Source: an optimization exercise on an open RTL-to-GDS flow (aim: small area, a short achievable clock period and few clock cycles). Production flows keep margins and buffers that such runs may drop.
At most, simulation tests tie the RTL to the original design; equivalence was not proved.
For run 2, only the layout was checked, not whether the RTL still works.
Power figures rest on the tool's default switching activity, not on a simulated workload.

==> flow/design.v (outline; a module is shown in full before it is edited, if it fits) <==
// module elemento_alu: 27 lines
// module dot5: 629 lines
// module coprocessador_param: 135 lines
module coprocessador_param
#(
  parameter int DATA_W = DATA_W_DEF,
  parameter int N_MAX = N_MAX_DEF,
  localparam int M_W = N_MAX*N_MAX*DATA_W
) (
  input  logic           clk,
  input  logic           rst,
  input  logic           start,
  input  logic [2:0]     tamanho,
  input  logic [2:0]     op,
  input  logic [M_W-1:0] matriz1,
  input  logic [M_W-1:0] matriz2,
  output logic [M_W-1:0] matrizresult,
  output logic           overflow,
  output logic           erro,
  output logic           busy,
  output logic           done
);
  // ...
==> flow/run.sh <==
#!/bin/bash
# synth_recipe.tcl (not shown) runs the flow's synth.tcl, then flattens the netlist and writes it again
# the make line also repeats each setting of config.mk as NAME=value (left out here)
make -C /OpenROAD-flow-scripts/flow DESIGN_CONFIG=/design/flow/config.mk WORK_HOME=/design/flow/orfs CLKGATE_MAP_FILE= SYNTH_SCRIPT=/design/flow/synth_recipe.tcl finish
==> flow/config.mk <==
export PLATFORM = sky130hd
export DESIGN_NAME = coprocessador_param
export DESIGN_NICKNAME = coprocessador_param
export VERILOG_FILES = /design/flow/design.v
export SDC_FILE = /design/flow/constraint.sdc
export NUM_CORES = 4
export LEC_CHECK = 0
export CAP_MARGIN = 20
export CORE_MARGIN = 2
export CORE_UTILIZATION = 55
export SETUP_SLACK_MARGIN = 5
export SLEW_MARGIN = 20
==> flow/constraint.sdc <==
create_clock -name core_clock -period 12.0 [get_ports {clk}]
set_input_delay 2.4000 -clock core_clock [delete_from_list [all_inputs] [get_ports {clk}]]
set_output_delay 2.4000 -clock core_clock [all_outputs]
set_load 0.01 [all_outputs]
==> impl_metrics.py, run 1 <==
metrics = {
    "power_and_ir_drop": {
        "pg_clk_mw": 1.75,
        "intPower_mw": 11.6,
        "vdd_drop_max_v": 0.00119,
        "p_leak_nw": 34.9,
        "p_seq_share_pct": 8.7,
        "switching_share_pct": 53.5,
    },
    "sta": {
        "grt_setup_unrepaired": "no",
        "setup_tns_ns": 0,
        "holdWs_ns": 0.459,
        "worst_slew_pin_slew_ns": 1.36,
    },
    "finish": {
        "multi_input_area_share_pct": 70.4,
        "fill_cells": 12100,
        "seq_area_share_pct": 11.9,
        "multi_input_gates": 6562,
        "areaGrowthSynthToFinish_pct": 13.5,
        "nonClkBufAreaFrac_pct": 8.81,
        "post-route-util_pct": 62.7,
        "reg.largest.list": "r_b x200, r_res x200",
        "inverters": 984,
    },
    "die": {
        "dieArea_um2": 147000,
    },
    "clocking": {
        "ctsHoldBuffers": 0,
        "clock_path_buffers": 3,
        "ctsRootBufferMaster": "clkbuf_16",
        "cts_buffers": 53,
        "clk_pin_slew_ns": 0.08,
    },
    "synthesis": {
        "synth_cells": 8421,
        "synthXorXnorAreaFrac_pct": 7.02,
        "synth_cell_types": 90,
        "synthMuxAreaShare_pct": 1.47,
        "synth_area_um2": 79100,
        "synth_compound_area_share_pct": 9.07,
    },
    "setup_path": {
        "r2r-start": "r_res[0][3]",
        "critical_path_required_ns": 12.64,
        "crit_end": "r_res[21][3]",
        "path_cells": "clkdlybuf4s50_1 -> inv_1 -> ha_1 -> nand2b_1 -> nand4_1 -> nor2_1 -> a22oi_1 -> o221ai_1 -> o21ai_0 -> nor2_1",
    },
    "routing": {
        "vias": 71800,
        "maxUsedRoutingLayer": "met5",
        "wl_met1_um": 134000,
    },
    "run_status": {
        "outcome": "no timing/DRC/antenna violations",
    },
    "grt": {
        "grt_busiest_layer": "met2",
    },
    "worst_hold_path": {
        "hold_end": "r_res[2][7]",
    },
}
Testbench counts, summed over its fixed seeds: cycles 5,825.
==> run 2, diff against run 1 <==
==> flow/design.v (replaced) <==
package coprocessador_pkg;
  localparam int DATA_W_DEF = 8;
  localparam int N_MAX_DEF = 5;
  localparam logic [2:0] OP_ADD = 3'b000;
  localparam logic [2:0] OP_SUB = 3'b001;
  localparam logic [2:0] OP_OPO = 3'b010;
  localparam logic [2:0] OP_MUL = 3'b011;
  localparam logic [2:0] OP_TRN = 3'b100;
  localparam logic [2:0] OP_UNS = 3'b101;
  localparam logic [2:0] OP_SCL = 3'b110;
  localparam logic [2:0] OP_CLR = 3'b111;
endpackage
import coprocessador_pkg::*;
module elemento_alu
#(
  parameter int DATA_W = DATA_W_DEF
) (
  input  logic [DATA_W-1:0] i_a,     
  input  logic [DATA_W-1:0] i_b,     
  input  logic [DATA_W-1:0] i_t,     
  input  logic              i_neg,   
  input  logic              i_sub,   
  input  logic              i_ar,    
  input  logic              i_tr,    
  input  logic              i_pa,    
  output logic [DATA_W-1:0] o_y,
  output logic              o_ovf
);
  logic [DATA_W-1:0] w_x, w_y;
  logic [DATA_W:0] w_s;
  logic w_c7;
  always_comb begin
    w_x = i_a ^ {DATA_W{i_neg}};
    w_y = (i_b ^ {DATA_W{i_sub}}) & {DATA_W{!i_neg}};
    w_s = {1'b0, w_x} + {1'b0, w_y} + (DATA_W+1)'(i_sub | i_neg);
    w_c7 = w_x[DATA_W-1] ^ w_y[DATA_W-1] ^ w_s[DATA_W-1];
    o_y = ({DATA_W{i_ar}} & w_s[DATA_W-1:0]) | ({DATA_W{i_tr}} & i_t) | ({DATA_W{i_pa}} & i_a);
    o_ovf = i_ar && (w_s[DATA_W] != w_c7);
  end
endmodule
module dot5_csa (input logic [39:0] a, input logic [39:0] b, output logic [33:0] r);
  wire k0m0n = b[1] & ~(b[0] & 1'b0);
  wire k0m0o = b[0] ^ 1'b0;
  wire k0m0t = (b[1] & ~b[0] & ~1'b0) | (~b[1] & b[0] & 1'b0);
  wire k0m0p0 = (((k0m0o & a[0]) | (k0m0t & 1'b0)) ^ k0m0n);
  wire k0m0p1 = (((k0m0o & a[1]) | (k0m0t & a[0])) ^ k0m0n);
  wire k0m0p2 = (((k0m0o & a[2]) | (k0m0t & a[1])) ^ k0m0n);
  wire k0m0p3 = (((k0m0o & a[3]) | (k0m0t & a[2])) ^ k0m0n);
  wire k0m0p4 = (((k0m0o & a[4]) | (k0m0t & a[3])) ^ k0m0n);
  wire k0m0p5 = (((k0m0o & a[5]) | (k0m0t & a[4])) ^ k0m0n);
  wire k0m0p6 = (((k0m0o & a[6]) | (k0m0t & a[5])) ^ k0m0n);
  wire k0m0p7 = (((k0m0o & a[7]) | (k0m0t & a[6])) ^ k0m0n);
  wire k0m0p8 = ~(((k0m0o & a[7]) | (k0m0t & a[7])) ^ k0m0n);
  wire k0m1n = b[3] & ~(b[2] & b[1]);
  wire k0m1o = b[2] ^ b[1];
  wire k0m1t = (b[3] & ~b[2] & ~b[1]) | (~b[3] & b[2] & b[1]);
  wire k0m1p0 = (((k0m1o & a[0]) | (k0m1t & 1'b0)) ^ k0m1n);
  wire k0m1p1 = (((k0m1o & a[1]) | (k0m1t & a[0])) ^ k0m1n);
  wire k0m1p2 = (((k0m1o & a[2]) | (k0m1t & a[1])) ^ k0m1n);
  wire k0m1p3 = (((k0m1o & a[3]) | (k0m1t & a[2])) ^ k0m1n);
  wire k0m1p4 = (((k0m1o & a[4]) | (k0m1t & a[3])) ^ k0m1n);
  wire k0m1p5 = (((k0m1o & a[5]) | (k0m1t & a[4])) ^ k0m1n);
  wire k0m1p6 = (((k0m1o & a[6]) | (k0m1t & a[5])) ^ k0m1n);
  wire k0m1p7 = (((k0m1o & a[7]) | (k0m1t & a[6])) ^ k0m1n);
  wire k0m1p8 = ~(((k0m1o & a[7]) | (k0m1t & a[7])) ^ k0m1n);
  wire k0m2n = b[5] & ~(b[4] & b[3]);
  wire k0m2o = b[4] ^ b[3];
  wire k0m2t = (b[5] & ~b[4] & ~b[3]) | (~b[5] & b[4] & b[3]);
  wire k0m2p0 = (((k0m2o & a[0]) | (k0m2t & 1'b0)) ^ k0m2n);
  wire k0m2p1 = (((k0m2o & a[1]) | (k0m2t & a[0])) ^ k0m2n);
  wire k0m2p2 = (((k0m2o & a[2]) | (k0m2t & a[1])) ^ k0m2n);
  wire k0m2p3 = (((k0m2o & a[3]) | (k0m2t & a[2])) ^ k0m2n);
  wire k0m2p4 = (((k0m2o & a[4]) | (k0m2t & a[3])) ^ k0m2n);
  wire k0m2p5 = (((k0m2o & a[5]) | (k0m2t & a[4])) ^ k0m2n);
  wire k0m2p6 = (((k0m2o & a[6]) | (k0m2t & a[5])) ^ k0m2n);
  wire k0m2p7 = (((k0m2o & a[7]) | (k0m2t & a[6])) ^ k0m2n);
  wire k0m2p8 = ~(((k0m2o & a[7]) | (k0m2t & a[7])) ^ k0m2n);
  wire k0m3n = b[7] & ~(b[6] & b[5]);
  wire k0m3o = b[6] ^ b[5];
  wire k0m3t = (b[7] & ~b[6] & ~b[5]) | (~b[7] & b[6] & b[5]);
  wire k0m3p0 = (((k0m3o & a[0]) | (k0m3t & 1'b0)) ^ k0m3n);
  wire k0m3p1 = (((k0m3o & a[1]) | (k0m3t & a[0])) ^ k0m3n);
  wire k0m3p2 = (((k0m3o & a[2]) | (k0m3t & a[1])) ^ k0m3n);
  wire k0m3p3 = (((k0m3o & a[3]) | (k0m3t & a[2])) ^ k0m3n);
  wire k0m3p4 = (((k0m3o & a[4]) | (k0m3t & a[3])) ^ k0m3n);
  wire k0m3p5 = (((k0m3o & a[5]) | (k0m3t & a[4])) ^ k0m3n);
  wire k0m3p6 = (((k0m3o & a[6]) | (k0m3t & a[5])) ^ k0m3n);
  wire k0m3p7 = (((k0m3o & a[7]) | (k0m3t & a[6])) ^ k0m3n);
  wire k0m3p8 = ~(((k0m3o & a[7]) | (k0m3t & a[7])) ^ k0m3n);
  wire k1m0n = b[9] & ~(b[8] & 1'b0);
  wire k1m0o = b[8] ^ 1'b0;
  wire k1m0t = (b[9] & ~b[8] & ~1'b0) | (~b[9] & b[8] & 1'b0);
  wire k1m0p0 = (((k1m0o & a[8]) | (k1m0t & 1'b0)) ^ k1m0n);
  wire k1m0p1 = (((k1m0o & a[9]) | (k1m0t & a[8])) ^ k1m0n);
  wire k1m0p2 = (((k1m0o & a[10]) | (k1m0t & a[9])) ^ k1m0n);
  wire k1m0p3 = (((k1m0o & a[11]) | (k1m0t & a[10])) ^ k1m0n);
  wire k1m0p4 = (((k1m0o & a[12]) | (k1m0t & a[11])) ^ k1m0n);
  wire k1m0p5 = (((k1m0o & a[13]) | (k1m0t & a[12])) ^ k1m0n);
  wire k1m0p6 = (((k1m0o & a[14]) | (k1m0t & a[13])) ^ k1m0n);
  wire k1m0p7 = (((k1m0o & a[15]) | (k1m0t & a[14])) ^ k1m0n);
  wire k1m0p8 = ~(((k1m0o & a[15]) | (k1m0t & a[15])) ^ k1m0n);
  wire k1m1n = b[11] & ~(b[10] & b[9]);
  wire k1m1o = b[10] ^ b[9];
  wire k1m1t = (b[11] & ~b[10] & ~b[9]) | (~b[11] & b[10] & b[9]);
  wire k1m1p0 = (((k1m1o & a[8]) | (k1m1t & 1'b0)) ^ k1m1n);
  wire k1m1p1 = (((k1m1o & a[9]) | (k1m1t & a[8])) ^ k1m1n);
  wire k1m1p2 = (((k1m1o & a[10]) | (k1m1t & a[9])) ^ k1m1n);
  wire k1m1p3 = (((k1m1o & a[11]) | (k1m1t & a[10])) ^ k1m1n);
  wire k1m1p4 = (((k1m1o & a[12]) | (k1m1t & a[11])) ^ k1m1n);
  wire k1m1p5 = (((k1m1o & a[13]) | (k1m1t & a[12])) ^ k1m1n);
  wire k1m1p6 = (((k1m1o & a[14]) | (k1m1t & a[13])) ^ k1m1n);
  wire k1m1p7 = (((k1m1o & a[15]) | (k1m1t & a[14])) ^ k1m1n);
  wire k1m1p8 = ~(((k1m1o & a[15]) | (k1m1t & a[15])) ^ k1m1n);
  wire k1m2n = b[13] & ~(b[12] & b[11]);
  wire k1m2o = b[12] ^ b[11];
  wire k1m2t = (b[13] & ~b[12] & ~b[11]) | (~b[13] & b[12] & b[11]);
  wire k1m2p0 = (((k1m2o & a[8]) | (k1m2t & 1'b0)) ^ k1m2n);
  wire k1m2p1 = (((k1m2o & a[9]) | (k1m2t & a[8])) ^ k1m2n);
  wire k1m2p2 = (((k1m2o & a[10]) | (k1m2t & a[9])) ^ k1m2n);
  wire k1m2p3 = (((k1m2o & a[11]) | (k1m2t & a[10])) ^ k1m2n);
  wire k1m2p4 = (((k1m2o & a[12]) | (k1m2t & a[11])) ^ k1m2n);
  wire k1m2p5 = (((k1m2o & a[13]) | (k1m2t & a[12])) ^ k1m2n);
  wire k1m2p6 = (((k1m2o & a[14]) | (k1m2t & a[13])) ^ k1m2n);
  wire k1m2p7 = (((k1m2o & a[15]) | (k1m2t & a[14])) ^ k1m2n);
  wire k1m2p8 = ~(((k1m2o & a[15]) | (k1m2t & a[15])) ^ k1m2n);
  wire k1m3n = b[15] & ~(b[14] & b[13]);
  wire k1m3o = b[14] ^ b[13];
  wire k1m3t = (b[15] & ~b[14] & ~b[13]) | (~b[15] & b[14] & b[13]);
  wire k1m3p0 = (((k1m3o & a[8]) | (k1m3t & 1'b0)) ^ k1m3n);
  wire k1m3p1 = (((k1m3o & a[9]) | (k1m3t & a[8])) ^ k1m3n);
  wire k1m3p2 = (((k1m3o & a[10]) | (k1m3t & a[9])) ^ k1m3n);
  wire k1m3p3 = (((k1m3o & a[11]) | (k1m3t & a[10])) ^ k1m3n);
  wire k1m3p4 = (((k1m3o & a[12]) | (k1m3t & a[11])) ^ k1m3n);
  wire k1m3p5 = (((k1m3o & a[13]) | (k1m3t & a[12])) ^ k1m3n);
  wire k1m3p6 = (((k1m3o & a[14]) | (k1m3t & a[13])) ^ k1m3n);
  wire k1m3p7 = (((k1m3o & a[15]) | (k1m3t & a[14])) ^ k1m3n);
  wire k1m3p8 = ~(((k1m3o & a[15]) | (k1m3t & a[15])) ^ k1m3n);
  wire k2m0n = b[17] & ~(b[16] & 1'b0);
  wire k2m0o = b[16] ^ 1'b0;
  wire k2m0t = (b[17] & ~b[16] & ~1'b0) | (~b[17] & b[16] & 1'b0);
  wire k2m0p0 = (((k2m0o & a[16]) | (k2m0t & 1'b0)) ^ k2m0n);
  wire k2m0p1 = (((k2m0o & a[17]) | (k2m0t & a[16])) ^ k2m0n);
  wire k2m0p2 = (((k2m0o & a[18]) | (k2m0t & a[17])) ^ k2m0n);
  wire k2m0p3 = (((k2m0o & a[19]) | (k2m0t & a[18])) ^ k2m0n);
  wire k2m0p4 = (((k2m0o & a[20]) | (k2m0t & a[19])) ^ k2m0n);
  wire k2m0p5 = (((k2m0o & a[21]) | (k2m0t & a[20])) ^ k2m0n);
  wire k2m0p6 = (((k2m0o & a[22]) | (k2m0t & a[21])) ^ k2m0n);
  wire k2m0p7 = (((k2m0o & a[23]) | (k2m0t & a[22])) ^ k2m0n);
  wire k2m0p8 = ~(((k2m0o & a[23]) | (k2m0t & a[23])) ^ k2m0n);
  wire k2m1n = b[19] & ~(b[18] & b[17]);
  wire k2m1o = b[18] ^ b[17];
  wire k2m1t = (b[19] & ~b[18] & ~b[17]) | (~b[19] & b[18] & b[17]);
  wire k2m1p0 = (((k2m1o & a[16]) | (k2m1t & 1'b0)) ^ k2m1n);
  wire k2m1p1 = (((k2m1o & a[17]) | (k2m1t & a[16])) ^ k2m1n);
  wire k2m1p2 = (((k2m1o & a[18]) | (k2m1t & a[17])) ^ k2m1n);
  wire k2m1p3 = (((k2m1o & a[19]) | (k2m1t & a[18])) ^ k2m1n);
  wire k2m1p4 = (((k2m1o & a[20]) | (k2m1t & a[19])) ^ k2m1n);
  wire k2m1p5 = (((k2m1o & a[21]) | (k2m1t & a[20])) ^ k2m1n);
  wire k2m1p6 = (((k2m1o & a[22]) | (k2m1t & a[21])) ^ k2m1n);
  wire k2m1p7 = (((k2m1o & a[23]) | (k2m1t & a[22])) ^ k2m1n);
  wire k2m1p8 = ~(((k2m1o & a[23]) | (k2m1t & a[23])) ^ k2m1n);
  wire k2m2n = b[21] & ~(b[20] & b[19]);
  wire k2m2o = b[20] ^ b[19];
  wire k2m2t = (b[21] & ~b[20] & ~b[19]) | (~b[21] & b[20] & b[19]);
  wire k2m2p0 = (((k2m2o & a[16]) | (k2m2t & 1'b0)) ^ k2m2n);
  wire k2m2p1 = (((k2m2o & a[17]) | (k2m2t & a[16])) ^ k2m2n);
  wire k2m2p2 = (((k2m2o & a[18]) | (k2m2t & a[17])) ^ k2m2n);
  wire k2m2p3 = (((k2m2o & a[19]) | (k2m2t & a[18])) ^ k2m2n);
  wire k2m2p4 = (((k2m2o & a[20]) | (k2m2t & a[19])) ^ k2m2n);
  wire k2m2p5 = (((k2m2o & a[21]) | (k2m2t & a[20])) ^ k2m2n);
  wire k2m2p6 = (((k2m2o & a[22]) | (k2m2t & a[21])) ^ k2m2n);
  wire k2m2p7 = (((k2m2o & a[23]) | (k2m2t & a[22])) ^ k2m2n);
  wire k2m2p8 = ~(((k2m2o & a[23]) | (k2m2t & a[23])) ^ k2m2n);
  wire k2m3n = b[23] & ~(b[22] & b[21]);
  wire k2m3o = b[22] ^ b[21];
  wire k2m3t = (b[23] & ~b[22] & ~b[21]) | (~b[23] & b[22] & b[21]);
  wire k2m3p0 = (((k2m3o & a[16]) | (k2m3t & 1'b0)) ^ k2m3n);
  wire k2m3p1 = (((k2m3o & a[17]) | (k2m3t & a[16])) ^ k2m3n);
  wire k2m3p2 = (((k2m3o & a[18]) | (k2m3t & a[17])) ^ k2m3n);
  wire k2m3p3 = (((k2m3o & a[19]) | (k2m3t & a[18])) ^ k2m3n);
  wire k2m3p4 = (((k2m3o & a[20]) | (k2m3t & a[19])) ^ k2m3n);
  wire k2m3p5 = (((k2m3o & a[21]) | (k2m3t & a[20])) ^ k2m3n);
  wire k2m3p6 = (((k2m3o & a[22]) | (k2m3t & a[21])) ^ k2m3n);
  wire k2m3p7 = (((k2m3o & a[23]) | (k2m3t & a[22])) ^ k2m3n);
  wire k2m3p8 = ~(((k2m3o & a[23]) | (k2m3t & a[23])) ^ k2m3n);
  wire k3m0n = b[25] & ~(b[24] & 1'b0);
  wire k3m0o = b[24] ^ 1'b0;
  wire k3m0t = (b[25] & ~b[24] & ~1'b0) | (~b[25] & b[24] & 1'b0);
  wire k3m0p0 = (((k3m0o & a[24]) | (k3m0t & 1'b0)) ^ k3m0n);
  wire k3m0p1 = (((k3m0o & a[25]) | (k3m0t & a[24])) ^ k3m0n);
  wire k3m0p2 = (((k3m0o & a[26]) | (k3m0t & a[25])) ^ k3m0n);
  wire k3m0p3 = (((k3m0o & a[27]) | (k3m0t & a[26])) ^ k3m0n);
  wire k3m0p4 = (((k3m0o & a[28]) | (k3m0t & a[27])) ^ k3m0n);
  wire k3m0p5 = (((k3m0o & a[29]) | (k3m0t & a[28])) ^ k3m0n);
  wire k3m0p6 = (((k3m0o & a[30]) | (k3m0t & a[29])) ^ k3m0n);
  wire k3m0p7 = (((k3m0o & a[31]) | (k3m0t & a[30])) ^ k3m0n);
  wire k3m0p8 = ~(((k3m0o & a[31]) | (k3m0t & a[31])) ^ k3m0n);
  wire k3m1n = b[27] & ~(b[26] & b[25]);
  wire k3m1o = b[26] ^ b[25];
  wire k3m1t = (b[27] & ~b[26] & ~b[25]) | (~b[27] & b[26] & b[25]);
  wire k3m1p0 = (((k3m1o & a[24]) | (k3m1t & 1'b0)) ^ k3m1n);
  wire k3m1p1 = (((k3m1o & a[25]) | (k3m1t & a[24])) ^ k3m1n);
  wire k3m1p2 = (((k3m1o & a[26]) | (k3m1t & a[25])) ^ k3m1n);
  wire k3m1p3 = (((k3m1o & a[27]) | (k3m1t & a[26])) ^ k3m1n);
  wire k3m1p4 = (((k3m1o & a[28]) | (k3m1t & a[27])) ^ k3m1n);
  wire k3m1p5 = (((k3m1o & a[29]) | (k3m1t & a[28])) ^ k3m1n);
  wire k3m1p6 = (((k3m1o & a[30]) | (k3m1t & a[29])) ^ k3m1n);
  wire k3m1p7 = (((k3m1o & a[31]) | (k3m1t & a[30])) ^ k3m1n);
  wire k3m1p8 = ~(((k3m1o & a[31]) | (k3m1t & a[31])) ^ k3m1n);
  wire k3m2n = b[29] & ~(b[28] & b[27]);
  wire k3m2o = b[28] ^ b[27];
  wire k3m2t = (b[29] & ~b[28] & ~b[27]) | (~b[29] & b[28] & b[27]);
  wire k3m2p0 = (((k3m2o & a[24]) | (k3m2t & 1'b0)) ^ k3m2n);
  wire k3m2p1 = (((k3m2o & a[25]) | (k3m2t & a[24])) ^ k3m2n);
  wire k3m2p2 = (((k3m2o & a[26]) | (k3m2t & a[25])) ^ k3m2n);
  wire k3m2p3 = (((k3m2o & a[27]) | (k3m2t & a[26])) ^ k3m2n);
  wire k3m2p4 = (((k3m2o & a[28]) | (k3m2t & a[27])) ^ k3m2n);
  wire k3m2p5 = (((k3m2o & a[29]) | (k3m2t & a[28])) ^ k3m2n);
  wire k3m2p6 = (((k3m2o & a[30]) | (k3m2t & a[29])) ^ k3m2n);
  wire k3m2p7 = (((k3m2o & a[31]) | (k3m2t & a[30])) ^ k3m2n);
  wire k3m2p8 = ~(((k3m2o & a[31]) | (k3m2t & a[31])) ^ k3m2n);
  wire k3m3n = b[31] & ~(b[30] & b[29]);
  wire k3m3o = b[30] ^ b[29];
  wire k3m3t = (b[31] & ~b[30] & ~b[29]) | (~b[31] & b[30] & b[29]);
  wire k3m3p0 = (((k3m3o & a[24]) | (k3m3t & 1'b0)) ^ k3m3n);
  wire k3m3p1 = (((k3m3o & a[25]) | (k3m3t & a[24])) ^ k3m3n);
  wire k3m3p2 = (((k3m3o & a[26]) | (k3m3t & a[25])) ^ k3m3n);
  wire k3m3p3 = (((k3m3o & a[27]) | (k3m3t & a[26])) ^ k3m3n);
  wire k3m3p4 = (((k3m3o & a[28]) | (k3m3t & a[27])) ^ k3m3n);
  wire k3m3p5 = (((k3m3o & a[29]) | (k3m3t & a[28])) ^ k3m3n);
  wire k3m3p6 = (((k3m3o & a[30]) | (k3m3t & a[29])) ^ k3m3n);
  wire k3m3p7 = (((k3m3o & a[31]) | (k3m3t & a[30])) ^ k3m3n);
  wire k3m3p8 = ~(((k3m3o & a[31]) | (k3m3t & a[31])) ^ k3m3n);
  wire k4m0n = b[33] & ~(b[32] & 1'b0);
  wire k4m0o = b[32] ^ 1'b0;
  wire k4m0t = (b[33] & ~b[32] & ~1'b0) | (~b[33] & b[32] & 1'b0);
  wire k4m0p0 = (((k4m0o & a[32]) | (k4m0t & 1'b0)) ^ k4m0n);
  wire k4m0p1 = (((k4m0o & a[33]) | (k4m0t & a[32])) ^ k4m0n);
  wire k4m0p2 = (((k4m0o & a[34]) | (k4m0t & a[33])) ^ k4m0n);
  wire k4m0p3 = (((k4m0o & a[35]) | (k4m0t & a[34])) ^ k4m0n);
  wire k4m0p4 = (((k4m0o & a[36]) | (k4m0t & a[35])) ^ k4m0n);
  wire k4m0p5 = (((k4m0o & a[37]) | (k4m0t & a[36])) ^ k4m0n);
  wire k4m0p6 = (((k4m0o & a[38]) | (k4m0t & a[37])) ^ k4m0n);
  wire k4m0p7 = (((k4m0o & a[39]) | (k4m0t & a[38])) ^ k4m0n);
  wire k4m0p8 = ~(((k4m0o & a[39]) | (k4m0t & a[39])) ^ k4m0n);
  wire k4m1n = b[35] & ~(b[34] & b[33]);
  wire k4m1o = b[34] ^ b[33];
  wire k4m1t = (b[35] & ~b[34] & ~b[33]) | (~b[35] & b[34] & b[33]);
  wire k4m1p0 = (((k4m1o & a[32]) | (k4m1t & 1'b0)) ^ k4m1n);
  wire k4m1p1 = (((k4m1o & a[33]) | (k4m1t & a[32])) ^ k4m1n);
  wire k4m1p2 = (((k4m1o & a[34]) | (k4m1t & a[33])) ^ k4m1n);
  wire k4m1p3 = (((k4m1o & a[35]) | (k4m1t & a[34])) ^ k4m1n);
  wire k4m1p4 = (((k4m1o & a[36]) | (k4m1t & a[35])) ^ k4m1n);
  wire k4m1p5 = (((k4m1o & a[37]) | (k4m1t & a[36])) ^ k4m1n);
  wire k4m1p6 = (((k4m1o & a[38]) | (k4m1t & a[37])) ^ k4m1n);
  wire k4m1p7 = (((k4m1o & a[39]) | (k4m1t & a[38])) ^ k4m1n);
  wire k4m1p8 = ~(((k4m1o & a[39]) | (k4m1t & a[39])) ^ k4m1n);
  wire k4m2n = b[37] & ~(b[36] & b[35]);
  wire k4m2o = b[36] ^ b[35];
  wire k4m2t = (b[37] & ~b[36] & ~b[35]) | (~b[37] & b[36] & b[35]);
  wire k4m2p0 = (((k4m2o & a[32]) | (k4m2t & 1'b0)) ^ k4m2n);
  wire k4m2p1 = (((k4m2o & a[33]) | (k4m2t & a[32])) ^ k4m2n);
  wire k4m2p2 = (((k4m2o & a[34]) | (k4m2t & a[33])) ^ k4m2n);
  wire k4m2p3 = (((k4m2o & a[35]) | (k4m2t & a[34])) ^ k4m2n);
  wire k4m2p4 = (((k4m2o & a[36]) | (k4m2t & a[35])) ^ k4m2n);
  wire k4m2p5 = (((k4m2o & a[37]) | (k4m2t & a[36])) ^ k4m2n);
  wire k4m2p6 = (((k4m2o & a[38]) | (k4m2t & a[37])) ^ k4m2n);
  wire k4m2p7 = (((k4m2o & a[39]) | (k4m2t & a[38])) ^ k4m2n);
  wire k4m2p8 = ~(((k4m2o & a[39]) | (k4m2t & a[39])) ^ k4m2n);
  wire k4m3n = b[39] & ~(b[38] & b[37]);
  wire k4m3o = b[38] ^ b[37];
  wire k4m3t = (b[39] & ~b[38] & ~b[37]) | (~b[39] & b[38] & b[37]);
  wire k4m3p0 = (((k4m3o & a[32]) | (k4m3t & 1'b0)) ^ k4m3n);
  wire k4m3p1 = (((k4m3o & a[33]) | (k4m3t & a[32])) ^ k4m3n);
  wire k4m3p2 = (((k4m3o & a[34]) | (k4m3t & a[33])) ^ k4m3n);
  wire k4m3p3 = (((k4m3o & a[35]) | (k4m3t & a[34])) ^ k4m3n);
  wire k4m3p4 = (((k4m3o & a[36]) | (k4m3t & a[35])) ^ k4m3n);
  wire k4m3p5 = (((k4m3o & a[37]) | (k4m3t & a[36])) ^ k4m3n);
  wire k4m3p6 = (((k4m3o & a[38]) | (k4m3t & a[37])) ^ k4m3n);
  wire k4m3p7 = (((k4m3o & a[39]) | (k4m3t & a[38])) ^ k4m3n);
  wire k4m3p8 = ~(((k4m3o & a[39]) | (k4m3t & a[39])) ^ k4m3n);
  wire t1, t2;
  wire t3, t4;
  wire t5, t6;
  wire t7, t8;
  wire t9, t10;
  wire t11, t12;
  wire t13, t14;
  wire t15, t16;
  wire t17, t18;
  wire t19, t20;
  wire t21, t22;
  wire t23, t24;
  wire t25, t26;
  wire t27, t28;
  wire t29, t30;
  wire t31, t32;
  wire t33, t34;
  wire t35, t36;
  wire t37, t38;
  wire t39, t40;
  wire t41, t42;
  wire t43, t44;
  wire t45, t46;
  wire t47, t48;
  wire t49, t50;
  wire t51, t52;
  wire t53, t54;
  wire t55, t56;
  wire t57, t58;
  wire t59, t60;
  wire t61, t62;
  wire t63, t64;
  wire t65, t66;
  wire t67, t68;
  wire t69, t70;
  wire t71, t72;
  wire t73, t74;
  wire t75, t76;
  wire t77, t78;
  wire t79, t80;
  wire t81, t82;
  wire t83, t84;
  wire t85, t86;
  wire t87, t88;
  wire t89, t90;
  wire t91, t92;
  wire t93, t94;
  wire t95, t96;
  wire t97, t98;
  wire t99, t100;
  wire t101, t102;
  wire t103, t104;
  wire t105, t106;
  wire t107, t108;
  wire t109, t110;
  wire t111, t112;
  wire t113, t114;
  wire t115, t116;
  wire t117, t118;
  wire t119, t120;
  wire t121, t122;
  wire t123, t124;
  wire t125, t126;
  wire t127, t128;
  wire t129, t130;
  wire t131, t132;
  wire t133, t134;
  wire t135, t136;
  wire t137, t138;
  wire t139, t140;
  wire t141, t142;
  wire t143, t144;
  wire t145, t146;
  wire t147, t148;
  wire t149, t150;
  wire t151, t152;
  wire t153, t154;
  wire t155, t156;
  wire t157, t158;
  wire t159, t160;
  wire t161, t162;
  wire t163, t164;
  wire t165, t166;
  wire t167, t168;
  wire t169, t170;
  wire t171, t172;
  wire t173, t174;
  wire t175, t176;
  wire t177, t178;
  wire t179, t180;
  wire t181, t182;
  wire t183, t184;
  wire t185, t186;
  wire t187, t188;
  wire t189, t190;
  wire t191, t192;
  wire t193, t194;
  wire t195, t196;
  wire t197, t198;
  wire t199, t200;
  wire t201, t202;
  wire t203, t204;
  wire t205, t206;
  wire t207, t208;
  wire t209, t210;
  wire t211, t212;
  wire t213, t214;
  wire t215, t216;
  wire t217, t218;
  wire t219, t220;
  wire t221, t222;
  wire t223, t224;
  wire t225, t226;
  wire t227, t228;
  wire t229, t230;
  wire t231, t232;
  wire t233, t234;
  wire t235, t236;
  wire t237, t238;
  wire t239, t240;
  wire t241, t242;
  wire t243, t244;
  wire t245, t246;
  wire t247, t248;
  wire t249, t250;
  wire t251, t252;
  wire t253, t254;
  wire t255, t256;
  wire t257, t258;
  wire t259, t260;
  wire t261, t262;
  wire t263, t264;
  wire t265, t266;
  wire t267, t268;
  wire t269, t270;
  wire t271, t272;
  wire t273, t274;
  wire t275, t276;
  wire t277, t278;
  wire t279, t280;
  wire t281, t282;
  wire t283, t284;
  wire t285, t286;
  wire t287, t288;
  wire t289, t290;
  wire t291, t292;
  wire t293, t294;
  wire t295, t296;
  wire t297, t298;
  wire t299, t300;
  wire t301, t302;
  wire t303, t304;
  wire t305, t306;
  wire t307, t308;
  wire t309, t310;
  wire t311, t312;
  wire t313, t314;
  wire t315, t316;
  wire t317, t318;
  wire t319, t320;
  wire t321, t322;
  wire t323, t324;
  wire t325, t326;
  wire t327, t328;
  wire t329, t330;
  wire t331, t332;
  wire t333, t334;
  wire t335, t336;
  wire t337, t338;
  wire t339, t340;
  wire t341, t342;
  wire t343, t344;
  wire t345, t346;
  wire t347, t348;
  wire t349, t350;
  wire t351, t352;
  wire t353, t354;
  wire t355, t356;
  wire t357, t358;
  wire t359, t360;
  wire t361, t362;
  wire t363, t364;
  wire t365, t366;
  wire t367, t368;
  wire t369, t370;
  wire t371, t372;
  wire t373, t374;
  assign {t2, t1} = {1'b0, k0m0p4} + {1'b0, k0m1p2};
  assign {t4, t3} = {1'b0, k0m0p6} + {1'b0, k0m1p4} + {1'b0, k0m2p2};
  assign {t6, t5} = {1'b0, k0m3p0} + {1'b0, k0m3n} + {1'b0, k1m0p6};
  assign {t8, t7} = {1'b0, k1m1p4} + {1'b0, k1m2p2} + {1'b0, k1m3p0};
  assign {t10, t9} = {1'b0, k0m0p7} + {1'b0, k0m1p5} + {1'b0, k0m2p3};
  assign {t12, t11} = {1'b0, k0m3p1} + {1'b0, k1m0p7} + {1'b0, k1m1p5};
  assign {t14, t13} = {1'b0, k1m2p3} + {1'b0, k1m3p1};
  assign {t16, t15} = {1'b0, k0m0p8} + {1'b0, k0m1p6} + {1'b0, k0m2p4};
  assign {t18, t17} = {1'b0, k0m3p2} + {1'b0, k1m0p8} + {1'b0, k1m1p6};
  assign {t20, t19} = {1'b0, k1m2p4} + {1'b0, k1m3p2};
  assign {t22, t21} = {1'b0, k0m0p2} + {1'b0, k0m1p0} + {1'b0, k0m1n};
  assign {t24, t23} = {1'b0, k0m2p0} + {1'b0, k0m2n} + {1'b0, k1m0p4};
  assign {t26, t25} = {1'b0, k1m1p2} + {1'b0, k1m2p0} + {1'b0, k1m2n};
  assign {t28, t27} = {1'b0, k2m0p4} + {1'b0, k2m1p2} + {1'b0, k2m2p0};
  assign {t30, t29} = {1'b0, k0m0p5} + {1'b0, k0m1p3} + {1'b0, k0m2p1};
  assign {t32, t31} = {1'b0, k1m0p5} + {1'b0, k1m1p3} + {1'b0, k1m2p1};
  assign {t34, t33} = {1'b0, k2m0p5} + {1'b0, k2m1p3} + {1'b0, k2m2p1};
  assign {t36, t35} = {1'b0, k1m3n} + {1'b0, k2m0p6} + {1'b0, k2m1p4};
  assign {t38, t37} = {1'b0, k2m2p2} + {1'b0, k2m3p0} + {1'b0, k2m3n};
  assign {t40, t39} = {1'b0, k3m0p6} + {1'b0, k3m1p4} + {1'b0, k3m2p2};
  assign {t42, t41} = {1'b0, k3m3p0} + {1'b0, k3m3n} + {1'b0, k4m0p6};
  assign {t44, t43} = {1'b0, k4m1p4} + {1'b0, k4m2p2};
  assign {t46, t45} = {1'b0, k2m0p7} + {1'b0, k2m1p5} + {1'b0, k2m2p3};
  assign {t48, t47} = {1'b0, k2m3p1} + {1'b0, k3m0p7} + {1'b0, k3m1p5};
  assign {t50, t49} = {1'b0, k3m2p3} + {1'b0, k3m3p1} + {1'b0, k4m0p7};
  assign {t52, t51} = {1'b0, k4m1p5} + {1'b0, k4m2p3} + {1'b0, k4m3p1};
  assign {t54, t53} = {1'b0, 1'b1} + {1'b0, t4} + {1'b0, t6};
  assign {t56, t55} = {1'b0, t8} + {1'b0, t9};
  assign {t58, t57} = {1'b0, k2m0p8} + {1'b0, k2m1p6} + {1'b0, k2m2p4};
  assign {t60, t59} = {1'b0, k2m3p2} + {1'b0, k3m0p8} + {1'b0, k3m1p6};
  assign {t62, t61} = {1'b0, k3m2p4} + {1'b0, k3m3p2} + {1'b0, k4m0p8};
  assign {t64, t63} = {1'b0, k4m1p6} + {1'b0, k4m2p4} + {1'b0, k4m3p2};
  assign {t66, t65} = {1'b0, 1'b1} + {1'b0, t10} + {1'b0, t12};
  assign {t68, t67} = {1'b0, t14} + {1'b0, t15} + {1'b0, t17};
  assign {t70, t69} = {1'b0, k0m1p7} + {1'b0, k0m2p5} + {1'b0, k0m3p3};
  assign {t72, t71} = {1'b0, k1m1p7} + {1'b0, k1m2p5} + {1'b0, k1m3p3};
  assign {t74, t73} = {1'b0, k2m1p7} + {1'b0, k2m2p5} + {1'b0, k2m3p3};
  assign {t76, t75} = {1'b0, k3m1p7} + {1'b0, k3m2p5} + {1'b0, k3m3p3};
  assign {t78, t77} = {1'b0, k4m1p7} + {1'b0, k4m2p5} + {1'b0, k4m3p3};
  assign {t80, t79} = {1'b0, 1'b1} + {1'b0, t16} + {1'b0, t18};
  assign {t82, t81} = {1'b0, k0m1p8} + {1'b0, k0m2p6} + {1'b0, k0m3p4};
  assign {t84, t83} = {1'b0, k1m1p8} + {1'b0, k1m2p6} + {1'b0, k1m3p4};
  assign {t86, t85} = {1'b0, k2m1p8} + {1'b0, k2m2p6} + {1'b0, k2m3p4};
  assign {t88, t87} = {1'b0, k3m1p8} + {1'b0, k3m2p6} + {1'b0, k3m3p4};
  assign {t90, t89} = {1'b0, k4m1p8} + {1'b0, k4m2p6};
  assign {t92, t91} = {1'b0, k0m2p7} + {1'b0, k0m3p5} + {1'b0, k1m2p7};
  assign {t94, t93} = {1'b0, k0m0p0} + {1'b0, k0m0n};
  assign {t96, t95} = {1'b0, k1m0p2} + {1'b0, k1m1p0} + {1'b0, k1m1n};
  assign {t98, t97} = {1'b0, k2m0p2} + {1'b0, k2m1p0} + {1'b0, k2m1n};
  assign {t100, t99} = {1'b0, k0m0p3} + {1'b0, k0m1p1} + {1'b0, k1m0p3};
  assign {t102, t101} = {1'b0, k1m1p1} + {1'b0, k2m0p3} + {1'b0, k2m1p1};
  assign {t104, t103} = {1'b0, k2m2n} + {1'b0, k3m0p4} + {1'b0, k3m1p2};
  assign {t106, t105} = {1'b0, k3m2p0} + {1'b0, k3m2n} + {1'b0, k4m0p4};
  assign {t108, t107} = {1'b0, k4m1p2} + {1'b0, k4m2p0} + {1'b0, k4m2n};
  assign {t110, t109} = {1'b0, k3m0p5} + {1'b0, k3m1p3} + {1'b0, k3m2p1};
  assign {t112, t111} = {1'b0, k4m0p5} + {1'b0, k4m1p3} + {1'b0, k4m2p1};
  assign {t114, t113} = {1'b0, t2} + {1'b0, t24} + {1'b0, t26};
  assign {t116, t115} = {1'b0, t28} + {1'b0, t29};
  assign {t118, t117} = {1'b0, k4m3p0} + {1'b0, k4m3n} + {1'b0, t3};
  assign {t120, t119} = {1'b0, t5} + {1'b0, t7} + {1'b0, t30};
  assign {t122, t121} = {1'b0, t32} + {1'b0, t34} + {1'b0, t35};
  assign {t124, t123} = {1'b0, t37} + {1'b0, t39} + {1'b0, t41};
  assign {t126, t125} = {1'b0, t11} + {1'b0, t13} + {1'b0, t36};
  assign {t128, t127} = {1'b0, t38} + {1'b0, t40} + {1'b0, t42};
  assign {t130, t129} = {1'b0, t44} + {1'b0, t45} + {1'b0, t47};
  assign {t132, t131} = {1'b0, t49} + {1'b0, t51} + {1'b0, t53};
  assign {t134, t133} = {1'b0, t19} + {1'b0, t46} + {1'b0, t48};
  assign {t136, t135} = {1'b0, t50} + {1'b0, t52} + {1'b0, t54};
  assign {t138, t137} = {1'b0, t56} + {1'b0, t57} + {1'b0, t59};
  assign {t140, t139} = {1'b0, t61} + {1'b0, t63} + {1'b0, t65};
  assign {t142, t141} = {1'b0, t20} + {1'b0, t58} + {1'b0, t60};
  assign {t144, t143} = {1'b0, t62} + {1'b0, t64} + {1'b0, t66};
  assign {t146, t145} = {1'b0, t68} + {1'b0, t69} + {1'b0, t71};
  assign {t148, t147} = {1'b0, t73} + {1'b0, t75} + {1'b0, t77};
  assign {t150, t149} = {1'b0, k4m3p4} + {1'b0, 1'b1} + {1'b0, t70};
  assign {t152, t151} = {1'b0, t72} + {1'b0, t74} + {1'b0, t76};
  assign {t154, t153} = {1'b0, t78} + {1'b0, t80} + {1'b0, t81};
  assign {t156, t155} = {1'b0, t83} + {1'b0, t85} + {1'b0, t87};
  assign {t158, t157} = {1'b0, k1m3p5} + {1'b0, k2m2p7} + {1'b0, k2m3p5};
  assign {t160, t159} = {1'b0, k3m2p7} + {1'b0, k3m3p5} + {1'b0, k4m2p7};
  assign {t162, t161} = {1'b0, k4m3p5} + {1'b0, t82} + {1'b0, t84};
  assign {t164, t163} = {1'b0, t86} + {1'b0, t88} + {1'b0, t90};
  assign {t166, t165} = {1'b0, k0m2p8} + {1'b0, k0m3p6} + {1'b0, k1m2p8};
  assign {t168, t167} = {1'b0, k1m3p6} + {1'b0, k2m2p8} + {1'b0, k2m3p6};
  assign {t170, t169} = {1'b0, k3m2p8} + {1'b0, k3m3p6} + {1'b0, k4m2p8};
  assign {t172, t171} = {1'b0, k4m3p6} + {1'b0, 1'b1};
  assign {t174, t173} = {1'b0, k1m0p0} + {1'b0, k1m0n} + {1'b0, k2m0p0};
  assign {t176, t175} = {1'b0, k2m0n} + {1'b0, k3m0p0};
  assign {t178, t177} = {1'b0, k0m0p1} + {1'b0, k1m0p1} + {1'b0, k2m0p1};
  assign {t180, t179} = {1'b0, k3m0p2} + {1'b0, k3m1p0} + {1'b0, k3m1n};
  assign {t182, t181} = {1'b0, k4m0p2} + {1'b0, k4m1p0} + {1'b0, k4m1n};
  assign {t184, t183} = {1'b0, k3m0p3} + {1'b0, k3m1p1} + {1'b0, k4m0p3};
  assign {t186, t185} = {1'b0, k4m1p1} + {1'b0, t22} + {1'b0, t96};
  assign {t188, t187} = {1'b0, t98} + {1'b0, t99};
  assign {t190, t189} = {1'b0, t1} + {1'b0, t23} + {1'b0, t25};
  assign {t192, t191} = {1'b0, t27} + {1'b0, t100} + {1'b0, t102};
  assign {t194, t193} = {1'b0, t103} + {1'b0, t105} + {1'b0, t107};
  assign {t196, t195} = {1'b0, t31} + {1'b0, t33} + {1'b0, t104};
  assign {t198, t197} = {1'b0, t106} + {1'b0, t108} + {1'b0, t109};
  assign {t200, t199} = {1'b0, t111} + {1'b0, t113} + {1'b0, t115};
  assign {t202, t201} = {1'b0, t43} + {1'b0, t110} + {1'b0, t112};
  assign {t204, t203} = {1'b0, t114} + {1'b0, t116} + {1'b0, t117};
  assign {t206, t205} = {1'b0, t119} + {1'b0, t121} + {1'b0, t123};
  assign {t208, t207} = {1'b0, t55} + {1'b0, t118} + {1'b0, t120};
  assign {t210, t209} = {1'b0, t122} + {1'b0, t124} + {1'b0, t125};
  assign {t212, t211} = {1'b0, t127} + {1'b0, t129} + {1'b0, t131};
  assign {t214, t213} = {1'b0, t67} + {1'b0, t126} + {1'b0, t128};
  assign {t216, t215} = {1'b0, t130} + {1'b0, t132} + {1'b0, t133};
  assign {t218, t217} = {1'b0, t135} + {1'b0, t137} + {1'b0, t139};
  assign {t220, t219} = {1'b0, t79} + {1'b0, t134} + {1'b0, t136};
  assign {t222, t221} = {1'b0, t138} + {1'b0, t140} + {1'b0, t141};
  assign {t224, t223} = {1'b0, t143} + {1'b0, t145} + {1'b0, t147};
  assign {t226, t225} = {1'b0, t89} + {1'b0, t142} + {1'b0, t144};
  assign {t228, t227} = {1'b0, t146} + {1'b0, t148} + {1'b0, t149};
  assign {t230, t229} = {1'b0, t151} + {1'b0, t153} + {1'b0, t155};
  assign {t232, t231} = {1'b0, t91} + {1'b0, t150} + {1'b0, t152};
  assign {t234, t233} = {1'b0, t154} + {1'b0, t156} + {1'b0, t157};
  assign {t236, t235} = {1'b0, t159} + {1'b0, t161} + {1'b0, t163};
  assign {t238, t237} = {1'b0, t92} + {1'b0, t158} + {1'b0, t160};
  assign {t240, t239} = {1'b0, t162} + {1'b0, t164} + {1'b0, t165};
  assign {t242, t241} = {1'b0, t167} + {1'b0, t169} + {1'b0, t171};
  assign {t244, t243} = {1'b0, k0m3p7} + {1'b0, k1m3p7} + {1'b0, k2m3p7};
  assign {t246, t245} = {1'b0, k3m3p7} + {1'b0, k4m3p7} + {1'b0, t166};
  assign {t248, t247} = {1'b0, t168} + {1'b0, t170} + {1'b0, t172};
  assign {t250, t249} = {1'b0, k0m3p8} + {1'b0, k1m3p8} + {1'b0, k2m3p8};
  assign {t252, t251} = {1'b0, k3m3p8} + {1'b0, k4m3p8};
  assign {t254, t253} = {1'b0, k3m0n} + {1'b0, k4m0p0} + {1'b0, k4m0n};
  assign {t256, t255} = {1'b0, k3m0p1} + {1'b0, k4m0p1} + {1'b0, t94};
  assign {t258, t257} = {1'b0, t174} + {1'b0, t176};
  assign {t260, t259} = {1'b0, t21} + {1'b0, t95} + {1'b0, t97};
  assign {t262, t261} = {1'b0, t178} + {1'b0, t179} + {1'b0, t181};
  assign {t264, t263} = {1'b0, t101} + {1'b0, t180} + {1'b0, t182};
  assign {t266, t265} = {1'b0, t183} + {1'b0, t185} + {1'b0, t187};
  assign {t268, t267} = {1'b0, t184} + {1'b0, t186} + {1'b0, t188};
  assign {t270, t269} = {1'b0, t189} + {1'b0, t191} + {1'b0, t193};
  assign {t272, t271} = {1'b0, t190} + {1'b0, t192} + {1'b0, t194};
  assign {t274, t273} = {1'b0, t195} + {1'b0, t197} + {1'b0, t199};
  assign {t276, t275} = {1'b0, t196} + {1'b0, t198} + {1'b0, t200};
  assign {t278, t277} = {1'b0, t201} + {1'b0, t203} + {1'b0, t205};
  assign {t280, t279} = {1'b0, t202} + {1'b0, t204} + {1'b0, t206};
  assign {t282, t281} = {1'b0, t207} + {1'b0, t209} + {1'b0, t211};
  assign {t284, t283} = {1'b0, t208} + {1'b0, t210} + {1'b0, t212};
  assign {t286, t285} = {1'b0, t213} + {1'b0, t215} + {1'b0, t217};
  assign {t288, t287} = {1'b0, t214} + {1'b0, t216} + {1'b0, t218};
  assign {t290, t289} = {1'b0, t219} + {1'b0, t221} + {1'b0, t223};
  assign {t292, t291} = {1'b0, t220} + {1'b0, t222} + {1'b0, t224};
  assign {t294, t293} = {1'b0, t225} + {1'b0, t227} + {1'b0, t229};
  assign {t296, t295} = {1'b0, t226} + {1'b0, t228} + {1'b0, t230};
  assign {t298, t297} = {1'b0, t231} + {1'b0, t233} + {1'b0, t235};
  assign {t300, t299} = {1'b0, t232} + {1'b0, t234} + {1'b0, t236};
  assign {t302, t301} = {1'b0, t237} + {1'b0, t239} + {1'b0, t241};
  assign {t304, t303} = {1'b0, t238} + {1'b0, t240} + {1'b0, t242};
  assign {t306, t305} = {1'b0, t243} + {1'b0, t245} + {1'b0, t247};
  assign {t308, t307} = {1'b0, 1'b1} + {1'b0, t244} + {1'b0, t246};
  assign {t310, t309} = {1'b0, t248} + {1'b0, t249} + {1'b0, t251};
  assign {t312, t311} = {1'b0, t93} + {1'b0, t173};
  assign {t314, t313} = {1'b0, t177} + {1'b0, t254} + {1'b0, t255};
  assign {t316, t315} = {1'b0, t256} + {1'b0, t258} + {1'b0, t259};
  assign {t318, t317} = {1'b0, t260} + {1'b0, t262} + {1'b0, t263};
  assign {t320, t319} = {1'b0, t264} + {1'b0, t266} + {1'b0, t267};
  assign {t322, t321} = {1'b0, t268} + {1'b0, t270} + {1'b0, t271};
  assign {t324, t323} = {1'b0, t272} + {1'b0, t274} + {1'b0, t275};
  assign {t326, t325} = {1'b0, t276} + {1'b0, t278} + {1'b0, t279};
  assign {t328, t327} = {1'b0, t280} + {1'b0, t282} + {1'b0, t283};
  assign {t330, t329} = {1'b0, t284} + {1'b0, t286} + {1'b0, t287};
  assign {t332, t331} = {1'b0, t288} + {1'b0, t290} + {1'b0, t291};
  assign {t334, t333} = {1'b0, t292} + {1'b0, t294} + {1'b0, t295};
  assign {t336, t335} = {1'b0, t296} + {1'b0, t298} + {1'b0, t299};
  assign {t338, t337} = {1'b0, t300} + {1'b0, t302} + {1'b0, t303};
  assign {t340, t339} = {1'b0, t304} + {1'b0, t306} + {1'b0, t307};
  assign {t342, t341} = {1'b0, t250} + {1'b0, t252} + {1'b0, t308};
  assign {t344, t343} = {1'b0, t175} + {1'b0, t253};
  assign {t346, t345} = {1'b0, t257} + {1'b0, t312} + {1'b0, t313};
  assign {t348, t347} = {1'b0, t261} + {1'b0, t314} + {1'b0, t315};
  assign {t350, t349} = {1'b0, t265} + {1'b0, t316} + {1'b0, t317};
  assign {t352, t351} = {1'b0, t269} + {1'b0, t318} + {1'b0, t319};
  assign {t354, t353} = {1'b0, t273} + {1'b0, t320} + {1'b0, t321};
  assign {t356, t355} = {1'b0, t277} + {1'b0, t322} + {1'b0, t323};
  assign {t358, t357} = {1'b0, t281} + {1'b0, t324} + {1'b0, t325};
  assign {t360, t359} = {1'b0, t285} + {1'b0, t326} + {1'b0, t327};
  assign {t362, t361} = {1'b0, t289} + {1'b0, t328} + {1'b0, t329};
  assign {t364, t363} = {1'b0, t293} + {1'b0, t330} + {1'b0, t331};
  assign {t366, t365} = {1'b0, t297} + {1'b0, t332} + {1'b0, t333};
  assign {t368, t367} = {1'b0, t301} + {1'b0, t334} + {1'b0, t335};
  assign {t370, t369} = {1'b0, t305} + {1'b0, t336} + {1'b0, t337};
  assign {t372, t371} = {1'b0, t309} + {1'b0, t338} + {1'b0, t339};
  assign {t374, t373} = {1'b0, t310} + {1'b0, t340} + {1'b0, t341};
  assign r = {t374, t373, t371, t369, t367, t365, t363, t361, t359, t357, t355, t353, t351, t349, t347, t345, t343, t342, t372, t370, t368, t366, t364, t362, t360, t358, t356, t354, t352, t350, t348, t346, t344, t311};
endmodule
module dot5_fin (input logic [33:0] r, output logic [7:0] y, output logic ovf);
  wire [17:0] r0 = {1'b1, r[16], r[15], r[14], r[13], r[12], r[11], r[10], r[9], r[8], r[7], r[6], r[5], r[4], r[3], r[2], r[1], r[0]};
  wire [17:0] r1 = {1'b0, r[33], r[32], r[31], r[30], r[29], r[28], r[27], r[26], r[25], r[24], r[23], r[22], r[21], r[20], r[19], r[18], r[17]};
  wire [8:0] lo = {1'b0, r0[7:0]} + {1'b0, r1[7:0]};
  assign y = {~lo[7], lo[6:0]};
  wire [9:0] xh = r0[17:8], yh = r1[17:8];
  wire [9:0] hx = xh ^ yh;
  wire [9:0] ho = xh | yh;
  wire zhi = &(hx[9:1] ~^ ho[8:0]);
  assign ovf = !(zhi && (hx[0] == lo[8]));
endmodule
import coprocessador_pkg::*;
module coprocessador_param
#(
  parameter int DATA_W = DATA_W_DEF,
  parameter int N_MAX = N_MAX_DEF,
  localparam int M_W = N_MAX*N_MAX*DATA_W
) (
  input  logic           clk,
  input  logic           rst,
  input  logic           start,
  input  logic [2:0]     tamanho,
  input  logic [2:0]     op,
  input  logic [M_W-1:0] matriz1,
  input  logic [M_W-1:0] matriz2,
  output logic [M_W-1:0] matrizresult,
  output logic           overflow,
  output logic           erro,
  output logic           busy,
  output logic           done
);
  typedef logic [DATA_W-1:0] elem_t;
  logic r_busy, r_done, r_erro;
  logic [N_MAX-1:0] r_ovf_l, r_ovf_m;    
  logic [N_MAX-1:0] r_last, r_colv;
  logic [N_MAX:0] r_row, r_end;
  logic r_pv;                            
  elem_t r_res [N_MAX][N_MAX];
  elem_t r_b [N_MAX][N_MAX];
  logic w_bad, w_seq, w_neg, w_sub, w_ar, w_tr, w_pa;
  logic [N_MAX-1:0] w_v, w_last;
  always_comb begin
    w_bad = (tamanho < 3'd2) || (tamanho > 3'(N_MAX)) || (op == OP_UNS);
    w_seq = !w_bad && (op == OP_MUL || op == OP_SCL);
    w_neg = op == OP_OPO;
    w_sub = op == OP_SUB;
    w_ar = op == OP_ADD || op == OP_SUB || op == OP_OPO;
    w_tr = op == OP_TRN;
    w_pa = op == OP_MUL || op == OP_SCL;
    for (int x = 0; x < N_MAX; x++) begin
      w_v[x] = !w_bad && (3'(x) < tamanho);
      w_last[x] = (3'(x+1) == tamanho);
    end
  end
  elem_t w_lane [N_MAX][N_MAX];
  logic [N_MAX-1:0] w_lovf [N_MAX];
  logic [N_MAX-1:0] w_lrow;
  for (genvar g = 0; g < N_MAX; g++) begin : g_lr
    for (genvar h = 0; h < N_MAX; h++) begin : g_lc
      logic w_en;
      assign w_en = w_v[g] && w_v[h];
      elemento_alu #(.DATA_W(DATA_W)) u_alu (
        .i_a(matriz1[(g*N_MAX+h)*DATA_W +: DATA_W]),
        .i_b(matriz2[(g*N_MAX+h)*DATA_W +: DATA_W]),
        .i_t(matriz1[(h*N_MAX+g)*DATA_W +: DATA_W]),
        .i_neg(w_neg),
        .i_sub(w_sub),
        .i_ar(w_en && w_ar),
        .i_tr(w_en && w_tr),
        .i_pa(w_en && w_pa),
        .o_y(w_lane[g][h]),
        .o_ovf(w_lovf[g][h])
      );
    end
    assign w_lrow[g] = |w_lovf[g];
  end
  localparam int CSW = 34;
  logic [N_MAX*DATA_W-1:0] w_arow;
  logic [CSW-1:0] w_csa [N_MAX];
  logic [CSW-1:0] r_csa [N_MAX];
  elem_t w_dot [N_MAX];
  logic [N_MAX-1:0] w_dovf, w_dovf_raw;
  for (genvar k = 0; k < N_MAX; k++) begin : g_ar
    assign w_arow[k*DATA_W +: DATA_W] = r_res[0][k];
  end
  for (genvar h = 0; h < N_MAX; h++) begin : g_dot
    logic [N_MAX*DATA_W-1:0] w_bcol;
    for (genvar k = 0; k < N_MAX; k++) begin : g_k
      assign w_bcol[k*DATA_W +: DATA_W] = r_b[k][h];
    end
    dot5_csa u_csa (.a(w_arow), .b(w_bcol), .r(w_csa[h]));
    dot5_fin u_fin (.r(r_csa[h]), .y(w_dot[h]), .ovf(w_dovf_raw[h]));
    assign w_dovf[h] = r_pv && r_colv[h] && w_dovf_raw[h];
  end
  always_ff @(posedge clk) begin
    if (rst) begin
      r_busy <= 1'b0;
      r_done <= 1'b0;
      r_ovf_l <= '0;
      r_ovf_m <= '0;
      r_erro <= 1'b0;
      r_row <= '0;
      r_end <= '0;
      r_pv <= 1'b0;
      r_last <= '0;
      r_colv <= '0;
      for (int x = 0; x < N_MAX; x++)
        for (int y = 0; y < N_MAX; y++)
          r_res[x][y] <= '0;
    end else if (!r_busy) begin
      if (start) begin
        r_busy <= 1'b1;
        r_done <= !w_seq;
        r_ovf_l <= w_lrow;
        r_ovf_m <= '0;
        r_erro <= w_bad;
        r_row <= (N_MAX+1)'(1);
        r_end <= {w_last, 1'b0};
        r_pv <= 1'b0;
        r_last <= w_last;
        r_colv <= w_v;
        for (int x = 0; x < N_MAX; x++)
          for (int y = 0; y < N_MAX; y++)
            r_res[x][y] <= w_lane[x][y];
      end
    end else if (r_done) begin
      r_busy <= 1'b0;
      r_done <= 1'b0;
    end else begin
      r_row <= {r_row[N_MAX-1:0], 1'b0};
      r_done <= |(r_row & r_end);
      r_pv <= 1'b1;
      r_ovf_m <= r_ovf_m | w_dovf;
      for (int x = 0; x < N_MAX; x++)
        for (int y = 0; y < N_MAX; y++)
          if (r_last[x]) r_res[x][y] <= r_colv[y] ? w_dot[y] : '0;
          else r_res[x][y] <= (x < N_MAX-1) ? r_res[(x+1)%N_MAX][y] : '0;
    end
  end
  always_ff @(posedge clk) begin
    for (int y = 0; y < N_MAX; y++)
      r_csa[y] <= w_csa[y];
  end
  always_ff @(posedge clk) begin
    if (!r_busy)
      for (int x = 0; x < N_MAX; x++)
        for (int y = 0; y < N_MAX; y++)
          if (op == OP_SCL)
            r_b[x][y] <= (x == y) ? matriz2[DATA_W-1:0] : '0;
          else
            r_b[x][y] <= matriz2[(x*N_MAX+y)*DATA_W +: DATA_W];
  end
  for (genvar g = 0; g < N_MAX; g++) begin : g_row
    for (genvar h = 0; h < N_MAX; h++) begin : g_col
      assign matrizresult[(g*N_MAX+h)*DATA_W +: DATA_W] = r_res[g][h];
    end
  end
  assign overflow = |{r_ovf_l, r_ovf_m};
  assign erro = r_erro;
  assign busy = r_busy;
  assign done = r_done;
endmodule
==> flow/flow/run.sh (new file) <==
#!/bin/bash
set -euo pipefail
MARGIN=7
sed "s/CLKGATE_MAP_FILE= /CLKGATE_MAP_FILE= SETUP_SLACK_MARGIN=$MARGIN /" standard.sh > standard_margin.sh
grep -q "SETUP_SLACK_MARGIN=$MARGIN" standard_margin.sh
bash standard_margin.sh > make.log 2>&1
==> flow/standard.sh (new file) <==
#!/bin/bash
# synth_recipe.tcl (not shown) runs the flow's synth.tcl, then flattens the netlist and writes it again
# the make line also repeats each setting of config.mk as NAME=value (left out here)
make -C /OpenROAD-flow-scripts/flow DESIGN_CONFIG=/design/flow/config.mk WORK_HOME=/design/flow/orfs CLKGATE_MAP_FILE= SYNTH_SCRIPT=/design/flow/synth_recipe.tcl "${@:-finish}"
==> flow/config.mk (replaced) <==
export PLATFORM = sky130hd
export DESIGN_NAME = coprocessador_param
export DESIGN_NICKNAME = coprocessador_param
export VERILOG_FILES = /design/flow/design.v
export SDC_FILE = /design/flow/constraint.sdc
export NUM_CORES = 4
export LEC_CHECK = 0
export CAP_MARGIN = 20
export CORE_MARGIN = 2
export CORE_UTILIZATION = 50
export SLEW_MARGIN = 20
removed: flow/run.sh
==> impl_metrics.py, run 2 <==
metrics = {
    "clocking": {
        "cts_tree": "done",
        "htree_levels": 3,
        "clock_path_buffers": 3,
        "cts_buffers": 78,
        "insertion_delay_ns": 0.73,
        "clk_pin_slew_ns": 0.06,
        "ctsHoldBuffers": 0,
        "ctsRootBufferMaster": "clkbuf_16",
        "clkSinkCount": 600,
    },
    "sta": {
        "period_share_pct": 44.5,
        "fin_skew_ns": 0.0509,
        "finalHoldViolations": 0,
        "fmax_mhz": 187,
        "grt_setup_unrepaired": "yes",
        "slew_headroom_pct": 13.4,
        "slew_violations": 0,
        "worst_slew_pin_slew_ns": 1.29,
        "min_period_ns": 5.34,
        "setup_tns_ns": 0,
        "fin_ws_ns": 6.66,
        "finalSetupViolations": 0,
    },
    "run": {
        "cap_violations": 0,
    },
    "synthesis": {
        "ys_seq_area_share_pct": 18.1,
        "yosysTopAreaCellShare_pct": 21.1,
        "synth.top_cells.by_area": "fa_1, dfxtp_1, xor2_1",
        "yosysTopAreaCell": "fa_1",
        "synth_area_um2": 77500,
        "synth_common_cells": "xor2_1, fa_1, nor2_1, inv_1, a22oi_1",
        "ys_seq_elements": 600,
        "synth_ff_type": "dfxtp_1",
        "synth_fp_nets": 10200,
        "synth_warnings": 12,
        "yosysMostFrequentCell": "xor2_1",
        "synthArstFlopShare_pct": 0,
        "synth_cell_types": 85,
        "synth_edf_count": 200,
        "syn_area_per_cell_um2": 9.06,
        "synth_cells": 8557,
    },
    "die": {
        "die_y_um": 398,
        "dieWidth_um": 398,
        "io-pin-count": 613,
        "dieArea_um2": 158000,
        "rows": 144,
        "core_um2": 154000,
        "initial_core_util_pct": 50.3,
    },
    "setup_path": {
        "critPathLaunchType": "primary input",
        "worstSetupEndpointType": "flip-flop",
        "path_class": "primary input to flip-flop",
        "arrival_ns": 5.90,
        "crit_fanout": 6,
        "critical_path_required_ns": 12.56,
    },
    "power_and_ir_drop": {
        "p_leak_nw": 36.4,
        "vdd_drop_max_v": 0.000190,
        "power_density_nw_per_um2": 217,
    },
    "routing": {
        "first_iter_violations": 11000,
        "drt-vias-per-instance": 6.58,
        "drt-total-wl_um": 398000,
        "vias": 73200,
        "firstDrtPassIters": 9,
        "drc": 0,
        "wl_per_cell_um": 35.8,
        "postRouteAntennaNets": 0,
    },
    "finish": {
        "drive_above_1_share_pct": 11.7,
        "reg.largest.list": "r_b x200, r_res x200, r_csa x170",
        "final_common_cell": "xor2_1",
        "areaGrowthSynthToFinish_pct": 19.7,
        "final_nets": 10600,
        "fill_cells": 13400,
        "post-route-util_pct": 60.2,
        "final_cell_mix": "xor2_1, fa_1, nor2_1, inv_1, a22oi_1",
    },
    "grt": {
        "grt_antenna_before_repair": 66,
        "overflow": 0,
        "grt_pass1_vias": 69100,
        "grt_start_max_net_pins": 159,
        "grt_pass1_wl_um": 533000,
        "grt_usage_pct": 48.2,
    },
    "place": {
        "port_buffers": 612,
        "hpwl_um": 301000,
        "pre_cts_ws_ns": 3.97,
        "globalplace.congestion": 1.06,
    },
    "run_status": {
        "outcome": "no timing/DRC/antenna violations",
    },
    "worst_hold_path": {
        "hp-class": "flip-flop to flip-flop",
    },
}
## run 2: power by group
group          internal, mW  switching, mW  leakage (nW)
Combinational          6.02           8.35          29.7
Clock                  1.48           1.11          1.30
Sequential             2.84          0.301          5.39
## run 2: per-layer routing
metal	vias to the layer above	GRT usage, %	wire [um]
li1	30000	-	-
met1	35900	59.8	141000
met2	5763	68.6	163000
met3	1482	14.6	51800
met4	42	40.0	41800
met5	-	0	252
## run 2: area by class of cell
type	instances	area (um^2)	area share, %
diodes	35	87.6	0.0944
clock buffers	89	2040	2.20
clock inverters	57	669	0.721
inverters	691	2610	2.81
multi-input cells	6596	60300	64.9
flip-flops and latches	600	14100	15.2
well taps	2044	2560	2.76
repair buffers	1012	10500	11.3
## run 2: critical path, cell delays in order
cell,delay (ns)
buf_12,0.11
nor3b_4,0.19
buf_6,0.16
bufbuf_16,0.29
xnor2_1,0.09
nor2_2,0.35
ha_4,0.28
nor2b_2,0.15
o31a_1,0.31
o21a_1,0.19
nor2_1,0.11
xnor2_1,0.10
a222oi_1,0.86
nand2b_1,0.21
a21oi_1,0.07
## run 2: metrics by stage
stage	instances	hold slack [ns]	instance area, um^2	power (mW)
after global routing	11100	0.494	92700	21.9
after detailed placement	10700	0.447	84900	16.9
final	11100	0.460	92800	20.1
after global placement	10700	0.439	84900	16.5
after floorplan	8557	0.425	77800	12.4
after CTS	10900	0.461	89700	19.8
## run 2: logic make-up after synthesis
| family | Yosys count | synth area share [%] |
|---|---|---|
| AO/OA/AOI/OAI | 1834 | 16.7 |
| XOR/XNOR | 1376 | 15.6 |
| adder cells (fa/ha/maj) | 1248 | 28.0 |
| buffers and inverters | 1362 | 6.75 |
| flip-flops | 600 | 18.1 |
| multiplexers | 271 | 3.62 |
| AND/OR/NAND/NOR | 1866 | 11.2 |
## run 2: repair_timing
action                                  CTS  global route
cloned                                   13            19
buffers inserted                         87           155
pin swaps                                48           143
gates resized for setup                 292           278
endpoints found under the setup margin  291           140
endpoints found under the hold margin     0             0
## run 2: path summary, 6_finish.rpt
check                   start      endpoint  slack, ns  cells past startpoint
setup / recovery        op[2]   r_res[8][6]       6.66                     15
hold / removal           r_pv          r_pv       0.46                      1
setup reg to reg  r_res[1][7]  r_csa[3][27]       7.02                     10
hold reg to reg          r_pv          r_pv       0.46                      1

[afterwards: timing with drivers on the ports]
No port has a modelled driver above. Below, the same layouts with a new extraction and two added sets of constraints.
Step 1: set_driving_cell puts a clkbuf_16 on clk and a buf_2 on each other input, an assumption about the parent block.
Step 2 moves the port delays by t, midway between the first and last clock arrival at a register: inputs arrive t later, outputs are due t later. That takes back most of the time a late clock gives input paths.
a / b / c = ideal ports / drivers / drivers and shift; a / b = the first two.
| run | t (ns) | slack for setup (ns) | worst setup path at the end | latest minus earliest clock arrival (ns) | worst slew at a driven data input, ns |
|---|---|---|---|---|---|
| run 1 | 0.794 | 4.968 / 5.028 / 4.234 | input to register | 0.049 / 0.049 | 0.20 |
| run 2 | 0.805 | 6.655 / 6.577 / 5.771 | input to register | 0.051 / 0.051 | 0.22 |
After both steps setup and hold are still met in every run listed. For run 2, which loses most, drivers alone change the setup slack by -0.078 ns; drivers and shift together by -0.884 ns.
